This is an optimization exercise on Yosys and OpenROAD, whose aim is small area, a short achievable clock period and few clock cycles per item, not a production implementation.
Only simulation tests tie the RTL to the original design; equivalence was not proved.

==> design/flow/design.v <==
module xtea_core (
    input  logic         clock,
    input  logic         reset_n,
    input  logic         in_valid,
    output logic         in_ready,
    input  logic         mode,
    input  logic [31:0]  data_in1,
    input  logic [31:0]  data_in2,
    input  logic [127:0] key_in,
    output logic         out_valid,
    input  logic         out_ready,
    output logic [31:0]  data_out1,
    output logic [31:0]  data_out2,
    output logic         busy
);
    localparam logic [31:0] DELTA   = 32'h9E3779B9;
    logic         prep;     
    logic         run;      
    logic         full;     
    logic         nrdy;     
    logic         ph;       
    logic         mode_q;
    logic [31:0]  x;
    logic [31:0]  y;
    logic [5:0]   n;        
    logic [31:0]  kk;       
    logic [127:0] key_q;
    logic         idle;
    logic         prep_nx;
    logic         run_nx;
    logic         full_nx;
    logic         idle_nx;
    logic         accept;
    logic         last;
    logic         fin_dec;
    logic [1:0]   idx;      
    logic [5:0]   n_nx;
    logic         ph_nx;
    logic [1:0]   idx_nx;
    logic [31:0]  sum;      
    logic [31:0]  sums [33];
    logic [31:0]  kw;
    logic [31:0]  mx;
    logic [31:0]  y_new;
    function automatic logic [31:0] add_bk(input logic [31:0] a, input logic [31:0] b,
                                           input logic cin);
        logic [32:0] gg;
        logic [32:0] pp;
        logic [31:0] p;
        p  = a ^ b;
        gg = {a & b, cin};
        pp = {p, 1'b0};
        for (int d = 1; d < 33; d = d * 2) begin
            for (int i = 2 * d - 1; i < 33; i = i + 2 * d) begin
                gg[i] = gg[i] | (pp[i] & gg[i - d]);
                pp[i] = pp[i] & pp[i - d];
            end
        end
        for (int d = 16; d >= 1; d = d / 2) begin
            for (int i = 3 * d - 1; i < 33; i = i + 2 * d) begin
                gg[i] = gg[i] | (pp[i] & gg[i - d]);
                pp[i] = pp[i] & pp[i - d];
            end
        end
        add_bk = p ^ gg[31:0];
    endfunction
    assign idle      = !prep && !run;
    assign in_ready  = !nrdy;
    assign accept    = in_valid && in_ready;
    assign out_valid = full;
    assign busy      = prep || run || full;
    for (genvar i = 0; i < 33; i++) begin : g_sum
        assign sums[i] = 32'(i * DELTA);
    end
    assign sum = sums[n];
    always_comb begin
        if (idle) begin
            n_nx   = mode ? 6'd32 : 6'd0;
            ph_nx  = 1'b0;
            idx_nx = mode ? sums[32][12:11] : sums[0][1:0];
        end else begin
            n_nx   = ph ? n : (mode_q ? n - 6'd1 : n + 6'd1);
            ph_nx  = !ph;
            idx_nx = (ph_nx ^ mode_q) ? sums[n_nx][12:11] : sums[n_nx][1:0];
        end
    end
    always_comb begin
        case (idx)
            2'd0:    kw = key_q[127:96];
            2'd1:    kw = key_q[95:64];
            2'd2:    kw = key_q[63:32];
            default: kw = key_q[31:0];
        endcase
    end
    assign mx    = ((y << 4) ^ (y >> 5)) + y;
    assign y_new = x + (mx ^ kk ^ {32{mode_q}}) + {31'd0, mode_q};
    assign last    = !ph && (mode_q ? (n == 6'd0) : n[5]);
    assign fin_dec = last && mode_q;
    assign prep_nx = accept;
    assign run_nx  = prep || (run && !last);
    assign full_nx = (run && last) || (full && !out_ready);
    assign idle_nx = !prep_nx && !run_nx;
    always_ff @(posedge clock or negedge reset_n) begin
        if (!reset_n) begin
            prep   <= 1'b0;
            run    <= 1'b0;
            full   <= 1'b0;
            nrdy   <= 1'b0;
        end else begin
            prep   <= prep_nx;
            run    <= run_nx;
            full   <= full_nx;
            nrdy   <= !(idle_nx && !full_nx);
        end
    end
    always_ff @(posedge clock) begin
        if (accept) begin
            x      <= data_in1;
            y      <= data_in2;
            mode_q <= mode;
        end else if (prep) begin
            if (mode_q) begin
                x <= y;
                y <= x;
            end
        end else if (run) begin
            x <= fin_dec ? y_new : y;
            if (!fin_dec) y <= y_new;
        end
        if (idle) key_q <= key_in;
        n   <= n_nx;
        ph  <= ph_nx;
        idx <= idx_nx;
        kk <= add_bk(sum, kw, 1'b0);
    end
    assign data_out1 = x;
    assign data_out2 = y;
endmodule
==> design/flow/flow/run.sh <==
#!/bin/bash
# Layout flow: the standard flow with these changes:
# - synthesis: the standard flow's synthesis script (flow/synth.tcl) with ABC mapping by flow/map.abc,
#   run into syn/; its netlist is then handed to the standard flow as SYNTH_NETLIST_FILES;
# - the ports are buffered by the smallest buffer cell (buf_1);
# - clock tree synthesis adds no dummy loads and uses clkbuf_8;
# - timing repair aims at a setup slack of SETUP_SLACK_MARGIN.
# Logs: synth.log (synthesis make output), flow.log (the standard flow's make output), and
# ORFS's per-step logs under syn/logs and orfs/logs.
set -euo pipefail
here=$(pwd)
export FLOW_ABC_SCRIPT=$here/flow/map.abc
make -C "$FLOW_HOME" DESIGN_CONFIG="$here/config.mk" WORK_HOME="$here/syn" CLKGATE_MAP_FILE= \
  SYNTH_SCRIPT="$here/flow/synth.tcl" synth > synth.log 2>&1
export SYNTH_NETLIST_FILES=$here/syn/results/$FLOW_PLATFORM/xtea_core/base/1_2_yosys.v
export BUFFER_PORTS_ARGS="-buffer_cell sky130_fd_sc_hd__buf_1"
export CTS_ARGS="-sink_clustering_enable -repair_clock_nets -dont_use_dummy_load -buf_list {sky130_fd_sc_hd__clkbuf_8} -sink_clustering_size 14 -sink_clustering_max_diameter 80"
export SETUP_SLACK_MARGIN=7.3
bash standard.sh > flow.log 2>&1
==> design/flow/flow/map.abc <==
&get -n
&st
&dch
&nf {D}
&put
buffer
upsize {D}
dnsize {D}
==> design/flow/flow/synth.tcl <==
# The standard flow's synthesis script (synth_recipe.tcl) with one change: Yosys's abc calls map the logic
# with the ABC script named by $::env(FLOW_ABC_SCRIPT) instead of ORFS's abc_speed.script.
proc synth {args} { yosys synth -nofsm -noshare {*}$args }
proc abc {args} {
  set i [lsearch -exact $args -script]
  if {$i >= 0} {
    set args [lreplace $args $i [expr {$i + 1}] -script $::env(FLOW_ABC_SCRIPT)]
  }
  yosys abc {*}$args
}
source $::env(SCRIPTS_DIR)/synth.tcl
# left out here: clear keep_hierarchy, flatten, clean up, hide names made inside functions, write 1_2_yosys.v
==> design/flow/standard.sh <==
#!/bin/bash
# synth_recipe.tcl (not shown) runs the flow's synth.tcl, then flattens the netlist and writes it again
# the make line also repeats each setting of config.mk as NAME=value (left out here)
make -C /OpenROAD-flow-scripts/flow DESIGN_CONFIG=/design/flow/config.mk WORK_HOME=/design/flow/orfs CLKGATE_MAP_FILE= SYNTH_SCRIPT=/design/flow/synth_recipe.tcl "${@:-finish}"
==> design/flow/config.mk <==
export PLATFORM = sky130hd
export DESIGN_NAME = xtea_core
export DESIGN_NICKNAME = xtea_core
export VERILOG_FILES = /design/flow/design.v
export SDC_FILE = /design/flow/constraint.sdc
export NUM_CORES = 4
export LEC_CHECK = 0
export CAP_MARGIN = 20
export CORE_MARGIN = 2
export CORE_UTILIZATION = 40
export SLEW_MARGIN = 20
==> design/flow/constraint.sdc <==
create_clock -name core_clock -period 12.0 [get_ports {clock}]
set_input_delay 2.4000 -clock core_clock [delete_from_list [all_inputs] [get_ports {clock}]]
set_output_delay 2.4000 -clock core_clock [all_outputs]
set_load 0.01 [all_outputs]
==> run notes, run 1 <==
CTS tree=yes; Cells after Synth=1599; critical path required time=12.44 ns; MaxCap Viol Count=0; commonest non-fill, non-tap cell in the layout=buf_1; Nets=2181; Overflow after GRT=0; deepest clock path buffer count=3; global-route wire length before repair=74100 µm; hold crit path type=flip-flop to flip-flop; vias in the first global route=13100; Initial Util=0.404; worst setup margin=7.46 ns; CP max stage cell=edfxtp_1; Die Width=201 µm; largest net degree at the start of global routing=95; Synth Area per Inst=9.75 µm²; drt drc=0; Fmax=221 MHz; CTS Buf Count=23; commonest cells after routing, fill and taps aside=buf_1 (263), nand2_1 (230), edfxtp_1 (193), nor2_1 (121), a21oi_1 (118); syn_nets=1917; port bufs=263; Hold Fails Final Rpt=0; vias post-DR=13300; Global Route Usage Sum=0.233; Die Height=201 µm; Ports=264; first-pass iteration count of the detailed router=5; Period minus WS final=4.54 ns; worst-skew pair later-pin latency=0.62 ns; yosys warns=0; status=complete, no violations; area grow syn2layout=14.0%; Setup Viol. Count Final=0; crit end category=flip-flop; cell mode on critical path=o21ai_0; RSZ-0062 raised after global routing=false; WP data arrival=4.98 ns; crit-path max FO=7; slowest cell delay on critical path=0.43 ns; Mapped Area=15600 µm²; dpl hpwl=38500 µm; layout cells sized above 1=0.0650; DRT Wirelength=48100 µm; Cell Rows=72; setup slack at placement=6.95 ns; htree depth=1; r2r setup slk=7.46 ns; fin crit share=0.378; Max Slew Vio Count=0; fin util=0.461; crit path cell chain=buf_4, xor2_1, ha_1, a21oi_1, o21ai_1, a21oi_2, o21ai_1, xnor2_1, ha_1, nand2_1, o21ai_0, o21bai_1, a21oi_2, o21ai_0, a21oi_1, xnor2_1, mux2i_1, o21ai_0; area of the multi-input gates=8670 µm²; First DRT Iteration DRCs=878; n_diodes=0; Filler Cell Count=3792; root buf cell=clkbuf_8; Die ar.=40600 µm²; Vias/cell=5.61; WL/cell=20.2 µm; setup tns final=0 ns; Setup Skew=0.104 ns; Crit Path Category=flip-flop to flip-flop; Post-CTS Hold Buffers=0; Seq. cell area=6720 µm²; Final ANT Viol Nets=0; clk slew on worst S/H paths=0.10 ns; clock sinks=238; gpl congestion=0.929; Max-slew headroom=0.395; Worst-Margin Slew=0.907 ns; antenna violations before repair=0; Core ar.=38600 µm²; Worst setup SP type=flip-flop
-- worst max-delay path: cells and delay by family (launching register included) --
family,cells,cell delay [ns]
and+or+nand+nor,1,0.08
muxes,1,0.10
xor gates and xnor gates,3,0.59
DFF,1,0.43
adders and majority gates,2,0.81
buffers and inverters,1,0.16
AOI/OAI and AO/OA,10,2.25
-- layer usage --
| layer | global-route usage | share of wire | vias up |
|---|---|---|---|
| li1 | - | - | 6420 |
| met1 | 0.315 | 0.44 | 6309 |
| met2 | 0.382 | 0.46 | 509 |
| met3 | 0.0348 | 0.064 | 98 |
| met4 | 0.0788 | 0.036 | 0 |
| met5 | 0 | 0 | - |
-- metrics by stage --
step / area (µm²) / hold WS, ns / cells
after global routing: 17800 / 0.655 / 2379
final: 17800 / 0.601 / 2379
after floorplan: 15600 / 0.521 / 1599
after CTS: 17500 / 0.600 / 2359
after global placement: 17100 / 0.566 / 2334
after detailed placement: 17100 / 0.579 / 2334
-- cell type report --
| type | count | share of cell area |
|---|---|---|
| Clock buffer | 23 | 0.0178 |
| Inverter | 43 | 0.00908 |
| Multi-Input combinational cell | 1259 | 0.488 |
| Sequential cell | 238 | 0.378 |
| Tap cell | 518 | 0.0365 |
| Timing Repair Buffer | 298 | 0.0707 |
-- path summary, 6_finish.rpt --
kind                         start    end  depth (start not counted)
min in group asynchronous  reset_n   full                          1
min reg2reg                    run   full                          2
max in group asynchronous  reset_n   prep                          1
max                           y[0]  y[27]                         18
max reg2reg                   y[0]  y[27]                         18
min                            run   full                          2
-- registers in the layout, indices dropped and copies added, names as in the netlist, 2 cells and up --
| register | cells |
|---|---|
| key_q | 128 |
| kk | 32 |
| x | 32 |
| y | 32 |
| n | 6 |
| idx | 2 |
-- repair_timing --
item / 4_1_cts / 5_1_grt
resized for setup: 12 / 34
setup buffers: 2 / 20
setup endpoints to repair: 23 / 32
pin swaps: 2 / 13
Testbench counts, summed over its fixed seeds: cycles 25,728, items 384.
==> inputs of run 2 (changes only) <==
--- a/design/flow/design.v
+++ b/design/flow/design.v
@@ -114,18 +114,16 @@
         end
     end
     always_ff @(posedge clock) begin
-        if (accept) begin
+        if (run) begin
+            x <= fin_dec ? y_new : y;
+            if (!fin_dec) y <= y_new;
+        end else if (accept) begin
             x      <= data_in1;
             y      <= data_in2;
             mode_q <= mode;
-        end else if (prep) begin
-            if (mode_q) begin
-                x <= y;
-                y <= x;
-            end
-        end else if (run) begin
-            x <= fin_dec ? y_new : y;
-            if (!fin_dec) y <= y_new;
+        end else if (prep && mode_q) begin
+            x <= y;
+            y <= x;
         end
         if (idle) key_q <= key_in;
         n   <= n_nx;
==> run 2 against run 1 <==
Routed wire length up 5.3%. Non-clock buffer count down 7. Die area down 1.0%. Core utilization up 0.35 points. Sequential share of layout area up 0.43 points. Maximum frequency down 1.0%. Synthesized cell count down 1.3%. Worst setup slack worse by 0.046 ns. First-iteration DRC count up 19%. Largest cell class unchanged.
==> run notes, run 2 <==
cell mode on critical path=o21ai_0; Hold Fails Final Rpt=0 (unchanged); Final Instance Area=17600 µm² (-1.1%); HP Start=nrdy; WL/cell=21.6 µm (+6.6%); Initial Util=0.408 (+0.00326); Cells after Synth=1579 (-1.3%); htree depth=1 (unchanged); Worst-Margin Slew=0.830 ns (-0.0771 ns); Filler Cell Count=3762 (-0.79%); Die Height=200 µm (-0.52%); CTS tree=yes; Global Route Usage Sum=0.246 (+0.0135); n_diodes=0 (unchanged); critical path required time=12.31 ns (-0.13 ns); Hold Path End=prep; clock sinks=238 (unchanged); Final ANT Viol Nets=0 (unchanged); Die ar.=40200 µm² (-1.0%); Cell Rows=71 (-1.4%); deepest clock path buffer count=3 (unchanged); Ports=264 (unchanged); crit path cell chain=xor2_2, ha_1, a21o_1, a31o_2, o21bai_1, a31o_2, a21boi_0, xnor2_1, ha_1, a21oi_1, o21ai_0, a21oi_1, o21ai_0, a21oi_2, o41ai_2, xnor2_1, o21ai_0; Period minus WS final=4.58 ns (+0.0458 ns); r2r setup slk=7.42 ns (-0.05 ns); gpl congestion=0.980 (+5.5%); hold crit path type=flip-flop to flip-flop; FF-to-FF Start=y[12]; First DRT Iteration DRCs=1047 (+19%); crit end category=flip-flop; area of placed instances=17000 µm² (-0.71%); Fmax=218 MHz (-1.0%); Buf+Inv Stages, Crit Path=0 (-1); Most flops, register=key_q; hold depth=1 (-1); crit-path max FO=6 (-1); Max Slew Vio Count=0 (unchanged); FF-to-FF End=y[31]; port bufs=263 (unchanged); largest net degree at the start of global routing=74 (-22%); Setup Viol. Count Final=0 (unchanged); vias in the first global route=13100 (-0.091%); CTS Buf Count=23 (unchanged); dpl hpwl=39800 µm (+3.6%); clk slew on worst S/H paths=0.10 ns (about the same); Crit Path Category=flip-flop to flip-flop; area grow syn2layout=14.0% (about the same); commonest cells after routing, fill and taps aside=buf_1 (263), nand2_1 (232), edfxtp_1 (193), a21oi_1 (125), nor2_1 (110); RSZ-0062 raised after global routing=true; Overflow after GRT=0 (unchanged); Mapped Area=15400 µm² (-1.1%); critical path's top delay family=compound AO/OA/AOI/OAI gates; worst-skew pair later-pin latency=0.62 ns (about the same); Max-slew headroom=0.446 (+0.0514); Worst setup SP type=flip-flop; MaxCap Viol Count=0 (unchanged); vias post-DR=13400 (+0.42%); syn_nets=1897 (-1.0%); slowest cell delay on critical path=0.55 ns (+0.12 ns); Synth Area per Inst=9.77 µm² (+0.19%); Core ar.=37800 µm² (-1.8%); Die Width=200 µm (-0.52%); antenna violations before repair=0 (unchanged); CP max stage cell=edfxtp_1; first-pass iteration count of the detailed router=8 (+3); status=complete, no violations; yosys warns=0 (unchanged); r2r worst-path depth=17 (-1); drt drc=0 (unchanged); WP data arrival=4.89 ns (-0.09 ns); global-route wire length before repair=78000 µm (+5.2%); fin crit share=0.382 (+0.00381); Placed Cells=2312 (-0.94%); max reg flops=128 (unchanged); DRT Wirelength=50600 µm (+5.3%); Post-Layout Cell Count=2349 (-1.3%); Setup Skew=0.0820 ns (-0.0217 ns); setup tns final=0 ns (unchanged); commonest non-fill, non-tap cell in the layout=buf_1; Nets=2158 (-1.1%); layout cells sized above 1=0.0675 (+0.00245); root buf cell=clkbuf_8; Vias/cell=5.70 (+1.7%)
==> run 2: worst max-delay path by stage <==
stage | start | end | slack [ns] | depth (start not counted)
2_1_floorplan | run | busy | 7.63 | 4
3_3_place_gp | n[0] | kk[30] | 7.13 | 17
3_5_place_dp | n[0] | kk[30] | 7.14 | 18
4_1_cts | idx[1] | kk[30] | 7.26 | 14
5_1_grt | y[0] | y[31] | 7.22 | 18
6_report | y[12] | y[31] | 7.42 | 17
==> run 2: metrics by stage <==
stage	utilization	setup slack, ns	hold WS [ns]
after detailed placement	0.449	7.14	0.474
after CTS	0.458	7.26	0.487
after global routing	0.465	7.22	0.519
final	0.465	7.42	0.481
after global placement	0.448	7.13	0.467
after floorplan	-	7.63	0.428
==> run 2: timing repair <==
item | 4_1_cts | 5_1_grt
setup endpoints to repair | 8 | 34
pin swaps | 0 | 3
resized for setup | 7 | 49
buffers inserted | 0 | 14
hold buffers | 0 | 0
==> run 2: layout make-up <==
| class | instances | area (µm²) | share of cell area |
|---|---|---|---|
| inverter | 34 | 128 | 0.00726 |
| sequential | 238 | 6720 | 0.382 |
| tap | 511 | 639 | 0.0364 |
| multi-input combinational | 1252 | 8550 | 0.487 |
| timing repair buffer | 291 | 1220 | 0.0695 |
| clock buffer | 23 | 317 | 0.0180 |
==> run 2: metal layers <==
layer	vias to the layer above	global-route usage	wire, µm
met5	-	0	0
li1	6356	-	-
met3	90	0.0308	3500
met2	637	0.410	23600
met1	6309	0.336	21800
met4	0	0.0717	1660
==> run 2: worst register-to-register path, stage by stage, from the launching register on <==
cell and delay, ns:
edfxtp_1 0.55, xor2_2 0.25, ha_1 0.36, a21o_1 0.18, a31o_2 0.25, o21bai_1 0.19, a31o_2 0.30, a21boi_0 0.24
xnor2_1 0.13, ha_1 0.41, a21oi_1 0.11, o21ai_0 0.29, a21oi_1 0.13, o21ai_0 0.12, a21oi_2 0.11, o41ai_2 0.41
xnor2_1 0.21, o21ai_0 0.11
Testbench counts of run 2, summed over its fixed seeds: cycles 25,728, items 384.
==> inputs of run 3 (changes only) <==
--- a/design/flow/config.mk
+++ b/design/flow/config.mk
@@ -8,4 +8,5 @@
 export CAP_MARGIN = 20
 export CORE_MARGIN = 2
 export CORE_UTILIZATION = 40
+export PLACE_DENSITY = 0.75
 export SLEW_MARGIN = 20
==> run 3 against run 2 <==
Area after synthesis stayed put. Register-to-register slack hardly changed. Critical endpoint is now y[27]. Still clean on timing, DRC and antenna. Clock skew is 0.025 ns lower. Global-route usage is 0.41 points lower.
==> run notes, run 3 <==
met2 Resource Use GR=0.405 (-0.00533); Final Instance Area=17500 µm² (-0.32%); vias in the first global route=13200 (+0.52%); critical path required time=12.31 ns (about the same); CTS Buf Count=23 (unchanged); DRT Wirelength=50400 µm (-0.42%); largest net degree at the start of global routing=85 (+15%); RSZ-0062 raised after global routing=true; Fmax=218 MHz (about the same); crit-path max FO=6 (unchanged); Filler Cell Count=3702 (-1.6%); worst setup margin=7.42 ns (+0.00110 ns); GR peak layer=met2; area of placed instances=17000 µm² (about the same); status=complete, no violations; Hold Fails Final Rpt=0 (unchanged); max reg flops=128 (unchanged); Core ar.=37800 µm² (unchanged); Worst-Margin Slew=1.02 ns (+0.185 ns); area grow syn2layout=13.6%; Worst setup SP type=flip-flop; fin crit share=0.382 (about the same); WP data arrival=4.89 ns (about the same); commonest non-fill, non-tap cell in the layout=buf_1; clk slew on worst S/H paths=0.09 ns (about the same); First DRT Iteration DRCs=1070 (+2.2%); first-pass iteration count of the detailed router=7 (-1); n_diodes=0 (unchanged); crit end category=flip-flop; root buf cell=clkbuf_8; Cell Rows=71 (unchanged); Cells after Synth=1579 (unchanged); antenna violations before repair=2 (+2); gpl congestion=0.989 (+0.87%); htree depth=1 (unchanged); Max-slew headroom=0.323 (-0.123); setup tns final=0 ns (unchanged); MaxCap Viol Count=0 (unchanged); Die Width=200 µm (unchanged); Global Route met1 Usage=0.320 (-0.0161); Global Route Usage Sum=0.242 (-0.00411); Mapped Area=15400 µm² (unchanged); Vias/cell=5.78 (+1.4%); Die ar.=40200 µm² (unchanged); port bufs=263 (unchanged); drt drc=0 (unchanged); commonest cells after routing, fill and taps aside=buf_1 (263), nand2_1 (234), edfxtp_1 (193), a21oi_1 (123), nor2_1 (111); global-route wire length before repair=76200 µm (-2.2%); Max Slew Vio Count=0 (unchanged); Most flops, register=key_q; Overflow after GRT=0 (unchanged); vias post-DR=13600 (+1.2%); GR met3 Demand/Resource=0.0371 (+0.00635); worst-skew pair later-pin latency=0.61 ns (about the same); Final ANT Viol Nets=0 (unchanged); CTS tree=yes; yosys warns=0 (unchanged); setup slack at placement=6.94 ns (-0.205 ns); Nets=2154 (-0.19%); syn_nets=1897 (unchanged); Period minus WS final=4.58 ns (-0.00110 ns); Synth Area per Inst=9.77 µm² (unchanged); dpl hpwl=39700 µm (-0.31%); Setup Skew=0.0568 ns (-0.0253 ns); Die Height=200 µm (unchanged); Setup Viol. Count Final=0 (unchanged); WL/cell=21.5 µm (-0.25%); deepest clock path buffer count=3 (unchanged); layout cells sized above 1=0.0600 (-0.00749); clock sinks=238 (unchanged); Initial Util=0.408 (unchanged); hold crit path type=flip-flop to flip-flop; Ports=264 (unchanged); final hold slack=0.499 ns (+0.0185 ns); Crit Path Category=flip-flop to flip-flop
run 3: cell types whose count changed in the layout (fill, tap and decap cells not counted), sizes merged:
cell / delta
buf: -4
run 3: cell type report:
class,count,area [µm²],area share
multi-input cells,1252,8530,0.487
flip-flops and latches,238,6720,0.383
repair buffers,287,1190,0.0680
well taps,511,639,0.0365
clock buffers,23,317,0.0181
inverters,34,128,0.00728
run 3: per-layer routing:
metal / routed length [µm] / part of all wire / vias up
met5: 13 / 0.00026 / -
met4: 1850 / 0.037 / 2
met3: 3950 / 0.078 / 102
met2: 23500 / 0.47 / 688
met1: 21100 / 0.42 / 6422
li1: - / - / 6337
run 3: worst paths after layout:
kind	start	endpoint	slack, ns	cells after the start
max in group asynchronous	reset_n	prep	10.16	1
worst min-delay path	nrdy	prep	0.50	1
worst min register to register	nrdy	prep	0.50	1
worst max-delay path	y[5]	y[27]	7.42	19
min in group asynchronous	reset_n	run	1.66	1
worst max register to register	y[5]	y[27]	7.42	19
run 3: what timing repair did:
item	in CTS	in global routing
endpoints found under the setup margin	4	35
resized for setup	6	37
setup buffers	0	8
hold buffers	0	0
run 3: critical path, stage by stage (launching register included):
cell,delay (ns)
edfxtp_1,0.50
ha_1,0.27
fa_1,0.41
nand3_1,0.09
nand2_1,0.11
a31oi_1,0.29
o21bai_1,0.16
a31o_2,0.31
a21oi_2,0.20
o31ai_1,0.10
xnor2_1,0.16
ha_1,0.43
nand2_1,0.09
nor2_1,0.16
nand2_1,0.14
nor4_2,0.33
a21oi_1,0.17
xnor2_1,0.17
a22oi_1,0.16
nand2_1,0.07
run 3: per-stage QoR:
stage,utilization,instances
after global routing,0.463,2345
after floorplan,-,1579
final,0.463,2345
after global placement,0.448,2313
after CTS,0.458,2337
after detailed placement,0.449,2314
==> inputs of run 4 (changes only) <==
--- a/design/flow/config.mk
+++ b/design/flow/config.mk
@@ -7,6 +7,5 @@
 export LEC_CHECK = 0
 export CAP_MARGIN = 20
 export CORE_MARGIN = 2
-export CORE_UTILIZATION = 40
-export PLACE_DENSITY = 0.75
+export CORE_UTILIZATION = 65
 export SLEW_MARGIN = 20
==> run 4 against run 3 <==
Synthesized cell count unchanged. Largest cell class unchanged. Non-clock buffer count up 6. Worst setup slack better by 0.023 ns. Global-route usage up 12 points. Design area down 1.5%. First-iteration DRC count up 61%. Core utilization up 27 points. Hold slack worse by 0.018 ns. Sequential share of layout area up 0.61 points.
==> run notes, run 4 <==
status=complete, no violations; FF-to-FF Start=y[0]; first-pass iteration count of the detailed router=7 (unchanged); r2r setup slk=7.44 ns (+0.02 ns); setup tns final=0 ns (unchanged); Die ar.=25000 µm² (-38%); Synth Area per Inst=9.77 µm² (unchanged); deepest clock path buffer count=3 (unchanged); crit end category=flip-flop; fin crit share=0.380 (-0.00194); root buf cell=clkbuf_8; FF-to-FF End=y[29]; hold crit path type=flip-flop to flip-flop; yosys warns=0 (unchanged); critical path's top delay family=compound AO/OA/AOI/OAI gates; Overflow after GRT=0 (unchanged); drt drc=0 (unchanged); vias post-DR=14000 (+3.1%); gpl congestion=1.03 (+4.0%); commonest cells after routing, fill and taps aside=buf_1 (263), nand2_1 (234), edfxtp_1 (193), a21oi_1 (127), nor2_1 (110); WP data arrival=4.88 ns (about the same); commonest non-fill, non-tap cell in the layout=buf_1; htree depth=1 (unchanged); Hold Fails Final Rpt=0 (unchanged); Cells after Synth=1579 (unchanged); final hold slack=0.481 ns (-0.0182 ns); hold depth=1 (unchanged); area grow syn2layout=11.8%; crit-path max FO=5 (-1); global-route wire length before repair=69800 µm (-8.5%); Core ar.=23400 µm² (-38%); First DRT Iteration DRCs=1727 (+61%); Vias/cell=6.48 (+12%); Die Width=158 µm (-21%); Ports=264 (unchanged); antenna violations before repair=0 (-2); Die Height=158 µm (-21%); HP Start=nrdy; dpl hpwl=35500 µm (-11%); port bufs=263 (unchanged); Filler Cell Count=1695 (-54%); vias in the first global route=13500 (+2.1%); crit path cell chain=buf_4, xor2_1, ha_1, a21oi_1, o21ai_0, a21oi_1, o21ai_0, nand3_1, nand2_1, xnor2_1, ha_1, nand2_1, or3_1, o21ai_1, a21oi_1, xnor2_1, a22oi_1, nand2_1; Worst setup SP type=flip-flop; RSZ-0062 raised after global routing=true; critical path required time=12.32 ns (about the same); largest net degree at the start of global routing=92 (+8.2%); Mapped Area=15400 µm² (unchanged); Hold Path End=prep; Setup Skew=0.0716 ns (+0.0148 ns); Initial Util=0.659 (+0.252); clock sinks=238 (unchanged); Period minus WS final=4.56 ns (-0.0233 ns); CTS Buf Count=21 (-8.7%); CP max stage cell=or3_1; slowest cell delay on critical path=0.50 ns (about the same); r2r worst-path depth=18 (-1); Cell Rows=56 (-21%); clk slew on worst S/H paths=0.10 ns (about the same); Worst-Margin Slew=1.08 ns (+0.0660 ns); syn_nets=1897 (unchanged); Buf+Inv Stages, Crit Path=1 (+1); WL/cell=21.3 µm (-1.2%); max reg flops=128 (unchanged); Max Slew Vio Count=0 (unchanged); Fmax=219 MHz (+0.51%); DRT Wirelength=45800 µm (-9.1%); MaxCap Viol Count=0 (unchanged); Most flops, register=key_q; layout cells sized above 1=0.0577 (-0.00231); Max-slew headroom=0.279 (-0.0440); Crit Path Category=flip-flop to flip-flop; Nets=2158 (+0.19%); n_diodes=0 (unchanged); Setup Viol. Count Final=0 (unchanged); Global Route Usage Sum=0.359 (+0.117); CTS tree=yes; Final ANT Viol Nets=0 (unchanged); worst-skew pair later-pin latency=0.56 ns (-0.05 ns)
[run 4: through the flow]
| step | utilization | cell area (µm²) | instances | setup WS, ns |
|---|---|---|---|---|
| finish | 0.737 | 17300 | 2157 | 7.44 |
| global route | 0.737 | 17300 | 2157 | 7.21 |
| CTS | 0.729 | 17100 | 2142 | 7.30 |
| detailed placement | 0.716 | 16800 | 2121 | 7.20 |
| global placement | 0.715 | 16700 | 2120 | 7.23 |
| floorplan | - | 15400 | 1579 | 7.63 |
[run 4: final cells by class]
class                   count  area, µm²  share of cell area
inverters                  34        128             0.00740
multi-input cells        1252       8490               0.492
well taps                 319        399              0.0231
repair buffers            293       1230              0.0714
flip-flops and latches    238       6720               0.390
clock buffers              21        289              0.0167
[run 4: metal layers]
metal	global-route usage	part of all wire	up-vias	wire length [µm]
li1	-	-	6361	-
met1	0.446	0.37	6463	17100
met2	0.608	0.47	940	21700
met3	0.0583	0.096	209	4420
met4	0.181	0.058	0	2640
met5	0	0	-	0
[run 4: repair_timing]
item / in CTS / in global routing
hold buffers: 0 / 0
pin swaps: 0 / 1
resized for setup: 4 / 33
endpoints found under the setup margin: 3 / 35
setup buffers: 0 / 15
[run 4: how the worst max path moves through the flow]
stage               depth (start not counted)     end  slack, ns  startpoint
floorplan                                   4    busy       7.63         run
global route                               18  kk[30]       7.21        n[0]
global placement                           18  kk[30]       7.23        n[0]
detailed placement                         18  kk[30]       7.20        n[0]
finish                                     18   y[29]       7.44        y[0]
CTS                                        18  kk[30]       7.30        n[0]
==> inputs of run 5 (changes only) <==
--- a/design/flow/config.mk
+++ b/design/flow/config.mk
@@ -7,5 +7,5 @@
 export LEC_CHECK = 0
 export CAP_MARGIN = 20
 export CORE_MARGIN = 2
-export CORE_UTILIZATION = 65
+export CORE_UTILIZATION = 55
 export SLEW_MARGIN = 20
==> run 5 against run 4 <==
Still clean on timing, DRC and antenna. Worst setup slack about the same. Maximum frequency about the same. Via count down 4.3%. Area after synthesis unchanged. Flip-flop and latch count unchanged. Register-to-register slack about the same. Largest cell class unchanged. Highest routed layer unchanged.
==> run notes, run 5 <==
status=complete, no violations; Cells after Synth=1579 (unchanged); Post-Layout Cell Count=2212 (+2.5%); Filler Cell Count=2339 (+38%); dpl hpwl=36000 µm (+1.5%); drt drc=0 (unchanged); first-pass iteration count of the detailed router=10 (+3); r2r worst-path depth=17 (-1); max reg flops=128 (unchanged); commonest non-fill, non-tap cell in the layout=buf_1; CTS Buf Count=21 (unchanged); Max Slew Vio Count=0 (unchanged); port bufs=263 (unchanged); Worst setup SP type=flip-flop; critical path required time=12.43 ns (+0.11 ns); Fmax=219 MHz (about the same); global-route wire length before repair=68000 µm (-2.5%); Setup Viol. Count Final=0 (unchanged); Core ar.=27700 µm² (+18%); area of the multi-input gates=8540 µm² (+0.59%); Synth Area per Inst=9.77 µm² (unchanged); Overflow after GRT=0 (unchanged); largest net degree at the start of global routing=91 (-1.1%); htree depth=1 (unchanged); commonest cells after routing, fill and taps aside=buf_1 (263), nand2_1 (233), edfxtp_1 (193), a21oi_1 (124), nor2_1 (110); Vias/cell=6.05 (-6.6%); setup tns final=0 ns (unchanged); crit end category=flip-flop; fin crit share=0.380 (about the same); yosys warns=0 (unchanged); Die ar.=29400 µm² (+18%); FF-to-FF End=kk[30]; Ports=264 (unchanged); Post-CTS Hold Buffers=0 (unchanged); vias in the first global route=12900 (-4.2%); Buf+Inv Stages, Crit Path=1 (unchanged); Die Height=171 µm (+8.5%); crit path cell chain=inv_1, ha_2, or3b_4, nor3b_1, nor2_1, nand4_1, ha_1, nand2_1, nor2_1, a211oi_2, a21oi_1, a31o_2, a31oi_4, o21ai_1, a31o_2, fa_1, xor2_1; Placed Cells=2178 (+2.7%); FF-to-FF Start=n[0]; Final ANT Viol Nets=0 (unchanged); Die Width=171 µm (+8.5%); DRT Wirelength=45500 µm (-0.65%); clk slew on worst S/H paths=0.09 ns (about the same); Global Route Usage Sum=0.300 (-0.0594); Hold Path End=prep; Nets=2154 (-0.19%); layout cells sized above 1=0.0632 (+0.00558); First DRT Iteration DRCs=1198 (-31%); n_diodes=0 (unchanged); Setup Skew=0.0506 ns (-0.0209 ns); deepest clock path buffer count=3 (unchanged); hold depth=1 (unchanged); antenna violations before repair=0 (unchanged); Initial Util=0.557 (-0.102); Worst-Margin Slew=0.738 ns (-0.344 ns); critical path's top delay family=simple AND/OR/NAND/NOR gates; setup slack at placement=6.86 ns (-0.343 ns); area grow syn2layout=12.6%; worst setup margin=7.44 ns (+0.0000700 ns); hold crit path type=flip-flop to flip-flop; Seq. cell area=6720 µm² (about the same); clock sinks=238 (unchanged); Crit Path Category=flip-flop to flip-flop; crit-path max FO=8 (+3); Period minus WS final=4.56 ns (-0.0000700 ns); Cell Rows=61 (+8.9%); Hold Fails Final Rpt=0 (unchanged); CTS tree=yes; CP max stage cell=nor3b_1; RSZ-0062 raised after global routing=true; worst-skew pair later-pin latency=0.55 ns (about the same); gpl congestion=1.02 (-1.2%); Most flops, register=key_q; MaxCap Viol Count=0 (unchanged); WL/cell=20.6 µm (-3.1%); root buf cell=clkbuf_8; r2r setup slk=7.44 ns (about the same); syn_nets=1897 (unchanged); Max-slew headroom=0.504 (+0.225); Mapped Area=15400 µm² (unchanged); HP Start=nrdy; vias post-DR=13400 (-4.3%); WP data arrival=4.99 ns (+0.11 ns); slowest cell delay on critical path=0.58 ns (+0.08 ns)
## run 5: cell count changes in the layout (fill, tap and decap cells not counted), moves of 3 or more
cell / before / now
buf_4: 29 / 24
a21oi_1: 127 / 124
a21oi_2: 5 / 8
ha_1: 102 / 99
ha_2: 2 / 5
o21ai_2: 0 / 3
## run 5: routing by layer
metal	global-route usage	vias to the layer above	share of wire
li1	-	6337	-
met3	0.0419	104	0.072
met4	0.123	0	0.041
met2	0.522	615	0.48
met5	0	-	0
met1	0.374	6323	0.40
## run 5: what timing repair did
action                                 4_1_cts  5_1_grt
setup endpoints to repair                   16       31
gates cloned                                 0        0
endpoints found under the hold margin        0        0
pin swaps                                    0        2
resized for setup                            9       44
setup buffers                                3        8
## run 5: metrics by stage
stage	hold WS, ns	cell area [µm²]	util
after floorplan	0.428	15400	-
after CTS	0.518	17100	0.618
after detailed placement	0.507	16800	0.606
final	0.503	17400	0.627
after global placement	0.471	16800	0.606
after global routing	0.551	17400	0.627
## run 5: layout make-up
class                   count  share of cell area
clock buffers              21              0.0166
inverters                  34             0.00735
well taps                 378              0.0272
repair buffers            289              0.0704
flip-flops and latches    238               0.387
multi-input cells        1252               0.491
## run 5: worst max path at each step
| stage | startpoint | endpoint | slack, ns | cells after the start |
|---|---|---|---|---|
| global placement | n[4] | kk[30] | 6.99 | 16 |
| CTS | n[1] | kk[30] | 7.26 | 18 |
| floorplan | run | busy | 7.63 | 4 |
| detailed placement | n[4] | kk[30] | 6.86 | 16 |
| global route | y[0] | y[28] | 7.28 | 18 |
| finish | n[0] | kk[30] | 7.44 | 17 |
==> inputs of run 6 (changes only) <==
--- a/design/flow/flow/run.sh
+++ b/design/flow/flow/run.sh
@@ -15,5 +15,5 @@
 export SYNTH_NETLIST_FILES=$here/syn/results/$FLOW_PLATFORM/xtea_core/base/1_2_yosys.v
 export BUFFER_PORTS_ARGS="-buffer_cell sky130_fd_sc_hd__buf_1"
 export CTS_ARGS="-sink_clustering_enable -repair_clock_nets -dont_use_dummy_load -buf_list {sky130_fd_sc_hd__clkbuf_8} -sink_clustering_size 14 -sink_clustering_max_diameter 80"
-export SETUP_SLACK_MARGIN=7.3
+export SETUP_SLACK_MARGIN=7.4
 bash standard.sh > flow.log 2>&1
==> run 6 against run 5 <==
Core utilization rose by 0.45 points. First-iteration DRC count fell by 1.5%. Maximum frequency grew 0.25%. Die area did not move. Global-route usage about the same. Register-to-register slack barely moved. Design area rose by 0.72%. Final cell count rose by 0.45%. Non-clock buffer count increased by 10. Worst setup slack better by 0.011 ns.
==> run notes, run 6 <==
status=complete, no violations; antenna violations before repair=0 (unchanged); global-route wire length before repair=68100 µm (+0.11%); Post-CTS Hold Buffers=0 (unchanged); syn_nets=1897 (unchanged); setup tns final=0 ns (unchanged); DRT Wirelength=45500 µm (about the same); Placed Cells=2178 (unchanged); area grow syn2layout=13.4%; Final ANT Viol Nets=0 (unchanged); Core ar.=27700 µm² (unchanged); clock sinks=238 (unchanged); Die Height=171 µm (unchanged); Cell Rows=61 (unchanged); HP Start=nrdy; Initial Util=0.557 (unchanged); crit path cell chain=inv_1, ha_2, or3b_4, nor3b_1, nor2_1, nand4_1, ha_1, nand2_1, nor2_1, a211oi_2, a21oi_1, a31o_2, a31oi_2, o21ai_1, a31o_2, fa_1, xor2_1; gpl congestion=1.02 (unchanged); drt drc=0 (unchanged); vias in the first global route=12900 (+0.12%); critical path required time=12.43 ns (about the same); worst-skew pair later-pin latency=0.55 ns (about the same); Die Width=171 µm (unchanged); Max-slew headroom=0.528 (+0.0236); root buf cell=clkbuf_8; fin crit share=0.379 (-0.000949); Setup Viol. Count Final=0 (unchanged); Hold Fails Final Rpt=0 (unchanged); FF-to-FF Start=n[0]; RSZ-0062 raised after global routing=true; CP max stage cell=nor3b_1; commonest non-fill, non-tap cell in the layout=buf_1; First DRT Iteration DRCs=1180 (-1.5%); Worst-Margin Slew=0.704 ns (-0.0338 ns); yosys warns=0 (unchanged); Cells after Synth=1579 (unchanged); CTS tree=yes; max reg flops=128 (unchanged); first-pass iteration count of the detailed router=6 (-4); slowest cell delay on critical path=0.56 ns (-0.02 ns); crit end category=flip-flop; area of the multi-input gates=8590 µm² (+0.59%); final hold slack=0.503 ns (-0.000405 ns); CTS Buf Count=21 (unchanged); Max Slew Vio Count=0 (unchanged); Fmax=220 MHz (+0.25%); Die ar.=29400 µm² (unchanged); worst setup margin=7.45 ns (+0.0114 ns); Filler Cell Count=2331 (-0.34%); clk slew on worst S/H paths=0.09 ns (about the same); deepest clock path buffer count=3 (unchanged); Synth Area per Inst=9.77 µm² (unchanged); Worst Setup SP=n[0]; n_diodes=0 (unchanged); vias post-DR=13500 (+0.67%); hold crit path type=flip-flop to flip-flop; Worst setup SP type=flip-flop; Period minus WS final=4.55 ns (-0.0114 ns); setup slack at placement=6.86 ns (unchanged); Setup Skew=0.0483 ns (-0.00229 ns); Seq. cell area=6720 µm² (unchanged); MaxCap Viol Count=0 (unchanged); Post-Layout Cell Count=2222 (+0.45%); WL/cell=20.5 µm (-0.43%); crit-path max FO=8 (unchanged); largest net degree at the start of global routing=91 (unchanged); commonest cells after routing, fill and taps aside=buf_1 (263), nand2_1 (230), edfxtp_1 (193), a21oi_1 (120), nor2_1 (110); Most flops, register=key_q; Crit Path Category=flip-flop to flip-flop; Ports=264 (unchanged); WP data arrival=4.98 ns (about the same); htree depth=1 (unchanged); Vias/cell=6.06 (+0.21%); Mapped Area=15400 µm² (unchanged); Nets=2164 (+0.46%); fin util=0.632 (+0.00452); port bufs=263 (unchanged); layout cells sized above 1=0.0754 (+0.0121); Overflow after GRT=0 (unchanged); Global Route Usage Sum=0.300 (about the same); dpl hpwl=36000 µm (unchanged)
## run 6: changes by cell type in the layout (fill, tap and decap cells not counted), sizes merged
cell | previous run | this run
buf | 289 | 299
## run 6: per-layer routing
metal	global-route usage	share of wire
met5	0	0
met4	0.125	0.041
met3	0.0421	0.070
met2	0.522	0.49
met1	0.374	0.40
## run 6: final timing paths
| check | end | slack [ns] | depth (start not counted) |
|---|---|---|---|
| hold / removal | prep | 0.50 | 1 |
| setup / recovery | kk[30] | 7.45 | 17 |
| setup reg to reg | kk[30] | 7.45 | 17 |
| min in group asynchronous | full | 1.68 | 1 |
| hold reg to reg | prep | 0.50 | 1 |
| max in group asynchronous | nrdy | 10.13 | 1 |
## run 6: layout make-up
class / count / share of cell area
Multi-Input combinational cell: 1252 / 0.491
Tap cell: 378 / 0.0270
Inverter: 34 / 0.00729
Clock buffer: 21 / 0.0165
Sequential cell: 238 / 0.384
Timing Repair Buffer: 299 / 0.0742
## run 6: worst max-delay path: cells and delay by family (launching register included)
| kind | cells | cell delay (ns) |
|---|---|---|
| xor gates and xnor gates | 1 | 0.16 |
| and+or+nand+nor | 6 | 1.56 |
| adders and majority gates | 3 | 0.90 |
| AOI/OAI and AO/OA | 6 | 1.33 |
| buffers and inverters | 1 | 0.12 |
| DFF | 1 | 0.38 |
## run 6: timing repair
item,4_1_cts,5_1_grt
gates resized for setup,17,51
pin swaps,0,3
endpoints found under the setup margin,23,36
buffers inserted,3,18
hold endpoints to repair,0,0
## run 6: stage by stage
step / area, µm²
finish: 17500
floorplan: 15400
global placement: 16800
global route: 17500
detailed placement: 16800
CTS: 17100
==> inputs of run 7 (changes only) <==
==> design/flow/flow/run.sh (replaced) <==
#!/bin/bash
# Layout flow: the standard flow with these changes:
# - synthesis: the standard flow's synthesis script (flow/synth.tcl) with ABC mapping by flow/map.abc,
#   run into syn/; its netlist is then handed to the standard flow as SYNTH_NETLIST_FILES;
# - the ports are buffered by the smallest buffer cell (buf_1);
# - clock tree synthesis adds no dummy loads, uses clkbuf_8 and clusters up to 14 sinks;
set -euo pipefail
here=$(pwd)
export FLOW_ABC_SCRIPT=$here/flow/map.abc
make -C "$FLOW_HOME" DESIGN_CONFIG="$here/config.mk" WORK_HOME="$here/syn" CLKGATE_MAP_FILE= \
  SYNTH_SCRIPT="$here/flow/synth.tcl" synth > synth.log 2>&1
export SYNTH_NETLIST_FILES=$here/syn/results/$FLOW_PLATFORM/xtea_core/base/1_2_yosys.v
export BUFFER_PORTS_ARGS="-buffer_cell sky130_fd_sc_hd__buf_1"
export CTS_ARGS="-sink_clustering_enable -repair_clock_nets -dont_use_dummy_load -buf_list {sky130_fd_sc_hd__clkbuf_8} -sink_clustering_size 14 -sink_clustering_max_diameter 80"
export SETUP_SLACK_MARGIN=7.3
bash standard.sh > flow.log 2>&1
==> run 7 against run 6 <==
Worst setup slack got worse by 0.011 ns. Flip-flop and latch count is the same. Routed wire length about the same. Non-clock buffer count is 10 lower. Largest cell class unchanged.
==> run notes, run 7 <==
Setup Skew=0.0506 ns (+0.00229 ns); largest net degree at the start of global routing=91 (unchanged); Fmax=219 MHz (-0.25%); Global Route Usage Sum=0.300 (about the same); WP data arrival=4.99 ns (about the same); Core ar.=27700 µm² (unchanged); Hold Fails Final Rpt=0 (unchanged); CP max stage cell=nor3b_1; Overflow after GRT=0 (unchanged); commonest non-fill, non-tap cell in the layout=buf_1; Crit Path Category=flip-flop to flip-flop; CTS Buf Count=21 (unchanged); vias in the first global route=12900 (-0.12%); Final Instance Area=17400 µm² (-0.71%); clock sinks=238 (unchanged); crit path cell chain=inv_1, ha_2, or3b_4, nor3b_1, nor2_1, nand4_1, ha_1, nand2_1, nor2_1, a211oi_2, a21oi_1, a31o_2, a31oi_4, o21ai_1, a31o_2, fa_1, xor2_1; htree depth=1 (unchanged); dpl hpwl=36000 µm (unchanged); Initial Util=0.557 (unchanged); drt drc=0 (unchanged); hold depth=1 (unchanged); crit end category=flip-flop; syn_nets=1897 (unchanged); Ports=264 (unchanged); Filler Cell Count=2339 (+0.34%); DRT Wirelength=45500 µm (about the same); yosys warns=0 (unchanged); Nets=2154 (-0.46%); First DRT Iteration DRCs=1198 (+1.5%); area grow syn2layout=12.6%; max reg flops=128 (unchanged); commonest cells after routing, fill and taps aside=buf_1 (263), nand2_1 (233), edfxtp_1 (193), a21oi_1 (124), nor2_1 (110); clk slew on worst S/H paths=0.09 ns (about the same); r2r worst-path depth=17 (unchanged); slowest cell delay on critical path=0.58 ns (+0.02 ns); first-pass iteration count of the detailed router=10 (+4); final hold slack=0.503 ns (+0.000405 ns); deepest clock path buffer count=3 (unchanged); layout cells sized above 1=0.0632 (-0.0121); Setup Viol. Count Final=0 (unchanged); Cells after Synth=1579 (unchanged); Synth Area per Inst=9.77 µm² (unchanged); vias post-DR=13400 (-0.66%); n_diodes=0 (unchanged); CTS tree=yes; Max-slew headroom=0.504 (-0.0236); crit-path max FO=8 (unchanged); Cell Rows=61 (unchanged); root buf cell=clkbuf_8; setup tns final=0 ns (unchanged); antenna violations before repair=0 (unchanged); critical path required time=12.43 ns (about the same); global-route wire length before repair=68000 µm (-0.11%); area of placed instances=16800 µm² (unchanged); Final ANT Viol Nets=0 (unchanged); MaxCap Viol Count=0 (unchanged); WL/cell=20.6 µm (+0.43%); port bufs=263 (unchanged); Die ar.=29400 µm² (unchanged); Mapped Area=15400 µm² (unchanged); Most flops, register=key_q; Max Slew Vio Count=0 (unchanged); status=complete, no violations; hold crit path type=flip-flop to flip-flop; Worst-Margin Slew=0.738 ns (+0.0338 ns); RSZ-0062 raised after global routing=true; Vias/cell=6.05 (-0.21%); gpl congestion=1.02 (unchanged); Die Width=171 µm (unchanged); Worst setup SP type=flip-flop; fin util=0.627 (-0.00452); worst-skew pair later-pin latency=0.55 ns (about the same); fin crit share=0.380 (+0.000949); Die Height=171 µm (unchanged); Period minus WS final=4.56 ns (+0.0114 ns)
-- run 7: changes by cell type in the layout (fill, tap and decap cells not counted), sizes merged --
cell  delta
buf     -10
-- run 7: per-stage QoR --
stage          cells  setup slack (ns)
3_5_place_dp    2178              6.86
4_1_cts         2202              7.26
3_3_place_gp    2178              6.99
2_1_floorplan   1579              7.63
6_report        2212              7.44
5_1_grt         2212              7.28
-- run 7: final timing paths --
kind,from,to,slack (ns)
hold reg to reg,nrdy,prep,0.50
setup reg to reg,n[0],kk[30],7.44
setup / recovery,n[0],kk[30],7.44
max in group asynchronous,reset_n,nrdy,10.13
hold / removal,nrdy,prep,0.50
min in group asynchronous,reset_n,full,1.68
-- run 7: layout make-up --
type / instances / area (µm²) / area share
flip-flops and latches: 238 / 6720 / 0.387
inverters: 34 / 128 / 0.00735
well taps: 378 / 473 / 0.0272
multi-input cells: 1252 / 8540 / 0.491
clock buffers: 21 / 289 / 0.0166
repair buffers: 289 / 1220 / 0.0704
-- run 7: layer usage --
metal	vias up	wire [µm]	track usage
met2	615	22100	0.522
met5	-	0	0
met4	0	1870	0.123
met1	6323	18400	0.374
met3	104	3260	0.0419
li1	6337	-	-
-- run 7: what timing repair did --
item | CTS | global route
setup buffers | 3 | 8
endpoints found under the setup margin | 16 | 31
hold buffers | 0 | 0
pin swaps | 0 | 2
resized for setup | 9 | 44
-- run 7: critical path: cells and delay by family, from the launching register on --
kind / cells / cell delay [ns]
xor+xnor: 1 / 0.16
compound gates: 6 / 1.32
simple gates: 6 / 1.58
flops: 1 / 0.38
fa+ha+maj: 3 / 0.88
buf+inv: 1 / 0.12
==> inputs of run 8 (changes only) <==
--- a/design/flow/design.v
+++ b/design/flow/design.v
@@ -15,6 +15,7 @@
 );
     localparam logic [31:0] DELTA   = 32'h9E3779B9;
     logic         prep;     
+    logic         post;     
     logic         run;      
     logic         full;     
     logic         nrdy;     
@@ -28,11 +29,11 @@
     logic         idle;
     logic         prep_nx;
     logic         run_nx;
+    logic         post_nx;
     logic         full_nx;
     logic         idle_nx;
     logic         accept;
     logic         last;
-    logic         fin_dec;
     logic [1:0]   idx;      
     logic [5:0]   n_nx;
     logic         ph_nx;
@@ -64,11 +65,11 @@
         end
         add_bk = p ^ gg[31:0];
     endfunction
-    assign idle      = !prep && !run;
+    assign idle      = !prep && !run && !post;
     assign in_ready  = !nrdy;
     assign accept    = in_valid && in_ready;
     assign out_valid = full;
-    assign busy      = prep || run || full;
+    assign busy      = prep || run || post || full;
     for (genvar i = 0; i < 33; i++) begin : g_sum
         assign sums[i] = 32'(i * DELTA);
     end
@@ -95,33 +96,35 @@
     assign mx    = ((y << 4) ^ (y >> 5)) + y;
     assign y_new = x + (mx ^ kk ^ {32{mode_q}}) + {31'd0, mode_q};
     assign last    = !ph && (mode_q ? (n == 6'd0) : n[5]);
-    assign fin_dec = last && mode_q;
     assign prep_nx = accept;
     assign run_nx  = prep || (run && !last);
-    assign full_nx = (run && last) || (full && !out_ready);
-    assign idle_nx = !prep_nx && !run_nx;
+    assign post_nx = run && last && mode_q;
+    assign full_nx = (run && last && !mode_q) || post || (full && !out_ready);
+    assign idle_nx = !prep_nx && !run_nx && !post_nx;
     always_ff @(posedge clock or negedge reset_n) begin
         if (!reset_n) begin
             prep   <= 1'b0;
             run    <= 1'b0;
+            post   <= 1'b0;
             full   <= 1'b0;
             nrdy   <= 1'b0;
         end else begin
             prep   <= prep_nx;
             run    <= run_nx;
+            post   <= post_nx;
             full   <= full_nx;
             nrdy   <= !(idle_nx && !full_nx);
         end
     end
     always_ff @(posedge clock) begin
         if (run) begin
-            x <= fin_dec ? y_new : y;
-            if (!fin_dec) y <= y_new;
+            x <= y;
+            y <= y_new;
         end else if (accept) begin
             x      <= data_in1;
             y      <= data_in2;
             mode_q <= mode;
-        end else if (prep && mode_q) begin
+        end else if ((prep && mode_q) || post) begin
             x <= y;
             y <= x;
         end
--- a/design/flow/flow/run.sh
+++ b/design/flow/flow/run.sh
@@ -12,5 +12,5 @@
 export SYNTH_NETLIST_FILES=$here/syn/results/$FLOW_PLATFORM/xtea_core/base/1_2_yosys.v
 export BUFFER_PORTS_ARGS="-buffer_cell sky130_fd_sc_hd__buf_1"
 export CTS_ARGS="-sink_clustering_enable -repair_clock_nets -dont_use_dummy_load -buf_list {sky130_fd_sc_hd__clkbuf_8} -sink_clustering_size 14 -sink_clustering_max_diameter 80"
-export SETUP_SLACK_MARGIN=7.3
+export SETUP_SLACK_MARGIN=7.2
 bash standard.sh > flow.log 2>&1
==> run 8 against run 7 <==
Non-clock buffer count is 4 higher. Critical path depth up 1. Clock skew fell by 0.019 ns. Hold slack improved by 0.025 ns. Via count is 7.3% lower. Core utilization hardly changed. Global-route usage fell by 2.1 points. Routed wire length is 9.8% lower. First-iteration DRC count shrank 4.9%. Highest routed layer unchanged.
==> run notes, run 8 <==
setup slack at placement=6.92 ns (+0.0639 ns); slowest cell delay on critical path=0.43 ns (-0.15 ns); drt drc=0 (unchanged); Vias/cell=6.10 (+0.84%); CP max stage cell=dfxtp_2; crit-path max FO=10 (+2); htree depth=1 (unchanged); FF-to-FF End=kk[30]; crit path cell chain=inv_1, ha_1, nand3_1, nand2_1, nor2_1, nand3_1, or3_1, ha_1, a21o_1, a31oi_2, o21a_1, o31a_1, o31ai_4, a31oi_4, o21ai_1, a31o_1, fa_1, xor2_1; Ports=264 (unchanged); Nets=2007 (-6.8%); Cell Rows=60 (-1.6%); root buf cell=clkbuf_8; deepest clock path buffer count=3 (unchanged); commonest cells after routing, fill and taps aside=buf_1 (263), edfxtp_1 (193), nand2_1 (133), a21oi_1 (116), xnor2_1 (111); r2r setup slk=7.37 ns (-0.07 ns); port bufs=263 (unchanged); hold crit path type=flip-flop to flip-flop; critical path's top delay family=compound AO/OA/AOI/OAI gates; status=complete, no violations; Max Slew Vio Count=0 (unchanged); Max-slew headroom=0.341 (-0.163); fin crit share=0.386 (+0.00621); worst-skew pair later-pin latency=0.56 ns (about the same); n_diodes=0 (unchanged); fin util=0.627 (about the same); Fmax=216 MHz (-1.6%); commonest non-fill, non-tap cell in the layout=buf_1; vias post-DR=12400 (-7.3%); Most flops, register=key_q; area of placed instances=16300 µm² (-3.2%); global-route wire length before repair=62600 µm (-8.0%); Hold Path End=full; Final Instance Area=16800 µm² (-3.3%); Core ar.=26800 µm² (-3.3%); Initial Util=0.557 (about the same); worst setup margin=7.37 ns (-0.0745 ns); First DRT Iteration DRCs=1139 (-4.9%); Setup Skew=0.0317 ns (-0.0189 ns); WP data arrival=5.08 ns (+0.09 ns); hold depth=2 (+1); Placed Cells=1995 (-8.4%); Post-CTS Hold Buffers=0 (unchanged); area grow syn2layout=12.6% (about the same); Mapped Area=14900 µm² (-3.3%); Final ANT Viol Nets=0 (unchanged); syn_nets=1739 (-8.3%); setup tns final=0 ns (unchanged); first-pass iteration count of the detailed router=9 (-1); critical path required time=12.45 ns (+0.02 ns); clock sinks=239 (+0.42%); Hold Fails Final Rpt=0 (unchanged); FF-to-FF Start=n[0]; max reg flops=128 (unchanged); CTS tree=yes; CTS Buf Count=21 (unchanged); HP Start=full; Worst setup SP type=flip-flop; Overflow after GRT=0 (unchanged); Global Route Usage Sum=0.278 (-0.0213); clk slew on worst S/H paths=0.09 ns (about the same); Synth Area per Inst=10.5 µm² (+7.0%); dpl hpwl=31900 µm (-12%); antenna violations before repair=0 (unchanged); MaxCap Viol Count=0 (unchanged); WP depth=18 (+1); vias in the first global route=11800 (-9.0%); Period minus WS final=4.63 ns (+0.0745 ns); r2r worst-path depth=18 (+1); Worst-Margin Slew=0.989 ns (+0.252 ns); yosys warns=0 (unchanged); Die Height=169 µm (-1.6%); gpl congestion=1.02 (+0.93%); Post-Layout Cell Count=2034 (-8.0%); crit end category=flip-flop; WL/cell=20.2 µm (-2.0%); final hold slack=0.529 ns (+0.0253 ns); Buf+Inv Stages, Crit Path=1 (unchanged); Die ar.=28500 µm² (-3.3%); Cells after Synth=1427 (-9.6%); RSZ-0062 raised after global routing=true; DRT Wirelength=41100 µm (-9.8%); largest net degree at the start of global routing=77 (-15%); Die Width=169 µm (-1.6%); layout cells sized above 1=0.0762 (+0.0129); Setup Viol. Count Final=0 (unchanged); Crit Path Category=flip-flop to flip-flop
## run 8: changes by cell type in the layout (fill, tap and decap cells not counted), moves of 7 or more
cell      change
or3_1         -7
inv_1        +22
o21bai_1      -7
o21ai_1       +7
mux2_2       +30
a22oi_1      -43
o21ai_0      -26
a222oi_1     +22
nand2_1     -100
a21o_1        -9
a21oi_1       -8
o21a_1       +11
nand3_1      -24
nor4_1        +9
## run 8: worst max path at each step
| stage | from | endpoint |
|---|---|---|
| floorplan | in_valid | x[0] |
| global route | n[0] | kk[30] |
| CTS | n[0] | kk[30] |
| global placement | n[2] | kk[30] |
| finish | n[0] | kk[30] |
| detailed placement | n[2] | kk[30] |
## run 8: what timing repair did
| item | CTS | global route |
|---|---|---|
| endpoints found under the setup margin | 3 | 18 |
| gates resized for setup | 3 | 27 |
| endpoints found under the hold margin | 0 | 0 |
| pin swaps | 0 | 10 |
| setup buffers | 0 | 18 |
## run 8: cell type report
type,count,area [µm²]
Timing Repair Buffer,293,1210
Tap cell,341,427
Multi-Input combinational cell,1084,7910
Fill cell,2254,10000
Clock buffer,21,289
Sequential cell,239,6750
Inverter,56,210
## run 8: worst register-to-register path: stages, from the launching register on
cell     delay, ns
dfxtp_2       0.43
inv_1         0.11
ha_1          0.35
nand3_1       0.22
nand2_1       0.15
nor2_1        0.30
nand3_1       0.11
or3_1         0.36
ha_1          0.36
a21o_1        0.20
a31oi_2       0.19
o21a_1        0.20
o31a_1        0.26
o31ai_4       0.12
a31oi_4       0.24
o21ai_1       0.14
a31o_1        0.26
fa_1          0.39
xor2_1        0.17
## run 8: metal layers
layer	global-route usage	wire length, µm	vias to the layer above
li1	-	-	5858
met1	0.364	16800	5878
met2	0.476	19900	584
met3	0.0379	2910	86
met4	0.100	1450	0
met5	0	0	-
Testbench counts of run 8, summed over its fixed seeds: cycles 25,917, items 384.
==> inputs of run 9 (changes only) <==
--- a/design/flow/flow/run.sh
+++ b/design/flow/flow/run.sh
@@ -12,5 +12,5 @@
 export SYNTH_NETLIST_FILES=$here/syn/results/$FLOW_PLATFORM/xtea_core/base/1_2_yosys.v
 export BUFFER_PORTS_ARGS="-buffer_cell sky130_fd_sc_hd__buf_1"
 export CTS_ARGS="-sink_clustering_enable -repair_clock_nets -dont_use_dummy_load -buf_list {sky130_fd_sc_hd__clkbuf_8} -sink_clustering_size 14 -sink_clustering_max_diameter 80"
-export SETUP_SLACK_MARGIN=7.2
+export SETUP_SLACK_MARGIN=7.5
 bash standard.sh > flow.log 2>&1
==> run 9 against run 8 <==
Via count is 1.6% higher. Still clean on timing, DRC and antenna. Sequential share of layout area is 1.4 points lower. Clock skew hardly changed. Synthesized cell count stayed put. Critical endpoint is now y[27]. Routed wire length is 2.6% higher. Maximum frequency is 3.2% higher. Final cell count is 1.3% higher.
==> run notes, run 9 <==
crit end category=flip-flop; DRT Wirelength=42100 µm (+2.6%); drt drc=0 (unchanged); worst setup margin=7.51 ns (+0.144 ns); HP Start=nrdy; syn_nets=1739 (unchanged); First DRT Iteration DRCs=1176 (+3.2%); Die ar.=28500 µm² (unchanged); status=complete, no violations; critical path required time=12.32 ns (-0.13 ns); antenna violations before repair=0 (unchanged); first-pass iteration count of the detailed router=8 (-1); Seq. cell area=6750 µm² (+0.11%); Core ar.=26800 µm² (unchanged); MaxCap Viol Count=0 (unchanged); layout cells sized above 1=0.127 (+0.0505); root buf cell=clkbuf_8; Die Width=169 µm (unchanged); RSZ-0062 raised after global routing=true; n_diodes=0 (unchanged); commonest non-fill, non-tap cell in the layout=buf_1; Filler Cell Count=2180 (-3.3%); r2r setup slk=7.51 ns (+0.14 ns); crit-path max FO=5 (-5); Global Route Usage Sum=0.280 (+0.00168); Max Slew Vio Count=0 (unchanged); CTS Buf Count=21 (unchanged); Cells after Synth=1427 (unchanged); FF-to-FF Start=y[6]; WL/cell=20.4 µm (+1.3%); clk slew on worst S/H paths=0.10 ns (about the same); largest net degree at the start of global routing=77 (unchanged); Nets=2034 (+1.3%); Period minus WS final=4.49 ns (-0.144 ns); Hold Fails Final Rpt=0 (unchanged); setup tns final=0 ns (unchanged); global-route wire length before repair=63000 µm (+0.59%); hold depth=1 (-1); WP data arrival=4.81 ns (-0.27 ns); Worst-Margin Slew=0.838 ns (-0.151 ns); htree depth=1 (unchanged); vias post-DR=12600 (+1.6%); Synth Area per Inst=10.5 µm² (unchanged); r2r worst-path depth=18 (unchanged); Final Instance Area=17400 µm² (+3.6%); Initial Util=0.557 (unchanged); area of placed instances=16300 µm² (unchanged)
==> run 9: changes by cell type in the layout (fill, tap and decap cells not counted), moves of 5 or more <==
cell / change
nand3_1: -5
ha_4: +5
buf_4: +25
a21oi_1: -10
a21oi_2: +9
nor2_4: +6
ha_2: +5
xnor2_2: +6
nand2_1: -12
ha_1: -10
nor2_1: -5
xnor2_1: -6
nand2_2: +8
nand3_2: +5
==> run 9: cell type report <==
| type | instances | share of cell area |
|---|---|---|
| clock buffers | 21 | 0.0166 |
| flip-flops and latches | 239 | 0.388 |
| inverters | 56 | 0.0121 |
| repair buffers | 320 | 0.0819 |
| well taps | 341 | 0.0245 |
| multi-input cells | 1084 | 0.477 |
==> run 9: metal layers <==
layer	vias up	track usage	wire, µm
met4	0	0.0967	1590
met5	-	0	0
met3	96	0.0372	3130
met2	618	0.479	20300
li1	5918	-	-
met1	5978	0.368	17100
==> run 9: worst max path at each step <==
stage,startpoint,end,slack [ns],depth (start not counted)
floorplan,in_valid,x[0],7.75,4
global placement,n[2],kk[30],6.93,18
detailed placement,n[2],kk[30],6.92,18
CTS,n[1],kk[30],7.42,19
global route,y[4],y[27],7.36,18
finish,y[6],y[27],7.51,18
==> run 9: timing repair <==
| item | CTS | global route |
|---|---|---|
| setup endpoints to repair | 18 | 26 |
| hold buffers | 0 | 0 |
| resized for setup | 15 | 101 |
| pin swaps | 0 | 48 |
| buffers inserted | 7 | 38 |
==> run 9: worst max-delay path, delay by kind of cell, from the launching register on <==
kind            cells  cell delay, ns
compound gates      8            1.70
xor+xnor            3            0.57
fa+ha+maj           2            0.68
buf+inv             2            0.24
flops               1            0.54
simple gates        3            0.51
==> run 9: through the flow <==
| step | utilization | cells |
|---|---|---|
| global placement | 0.606 | 1995 |
| detailed placement | 0.606 | 1995 |
| finish | 0.649 | 2061 |
| floorplan | - | 1427 |
| CTS | 0.621 | 2023 |
| global route | 0.649 | 2061 |

[afterwards: timing with drivers on the ports]
How much do the figures lean on ideal ports? The routed layouts below were timed once more, with nothing changed but the port constraints.
Step 1: set_driving_cell puts a clkbuf_16 on clock and a buf_2 on each other input, an assumption about the parent block.
Step 2, shift: input delay + t, output delay - t, t = (earliest + latest rising clock arrival at the registers) / 2. This alone moves slack from input paths to output paths.
Three values: no drivers, after step 1, after step 2; two values: the first two.
run | t, ns | setup WS [ns] | clock arrival spread, ns | pins driven straight from the clock port
run 1 | 0.621 | 7.465 / 7.465 / 7.465 | 0.103 / 0.104 | 1
run 2 | 0.622 | 7.419 / 7.419 / 7.419 | 0.082 / 0.082 | 1
run 3 | 0.633 | 7.420 / 7.420 / 7.420 | 0.056 / 0.057 | 1
run 4 | 0.575 | 7.443 / 7.443 / 7.405 | 0.075 / 0.076 | 1
run 5 | 0.566 | 7.444 / 7.444 / 7.444 | 0.051 / 0.050 | 1
run 6 | 0.569 | 7.455 / 7.455 / 7.455 | 0.048 / 0.049 | 1
run 7 | 0.566 | 7.444 / 7.444 / 7.444 | 0.051 / 0.050 | 1
run 8 | 0.592 | 7.369 / 7.369 / 7.369 | 0.031 / 0.032 | 1
run 9 | 0.587 | 7.513 / 7.513 / 7.513 | 0.037 / 0.036 | 1
After both steps setup and hold are still met in every run listed. The setup slack of run 4, which loses most, moves by 0.000 ns with the drivers and by -0.038 ns with both steps.
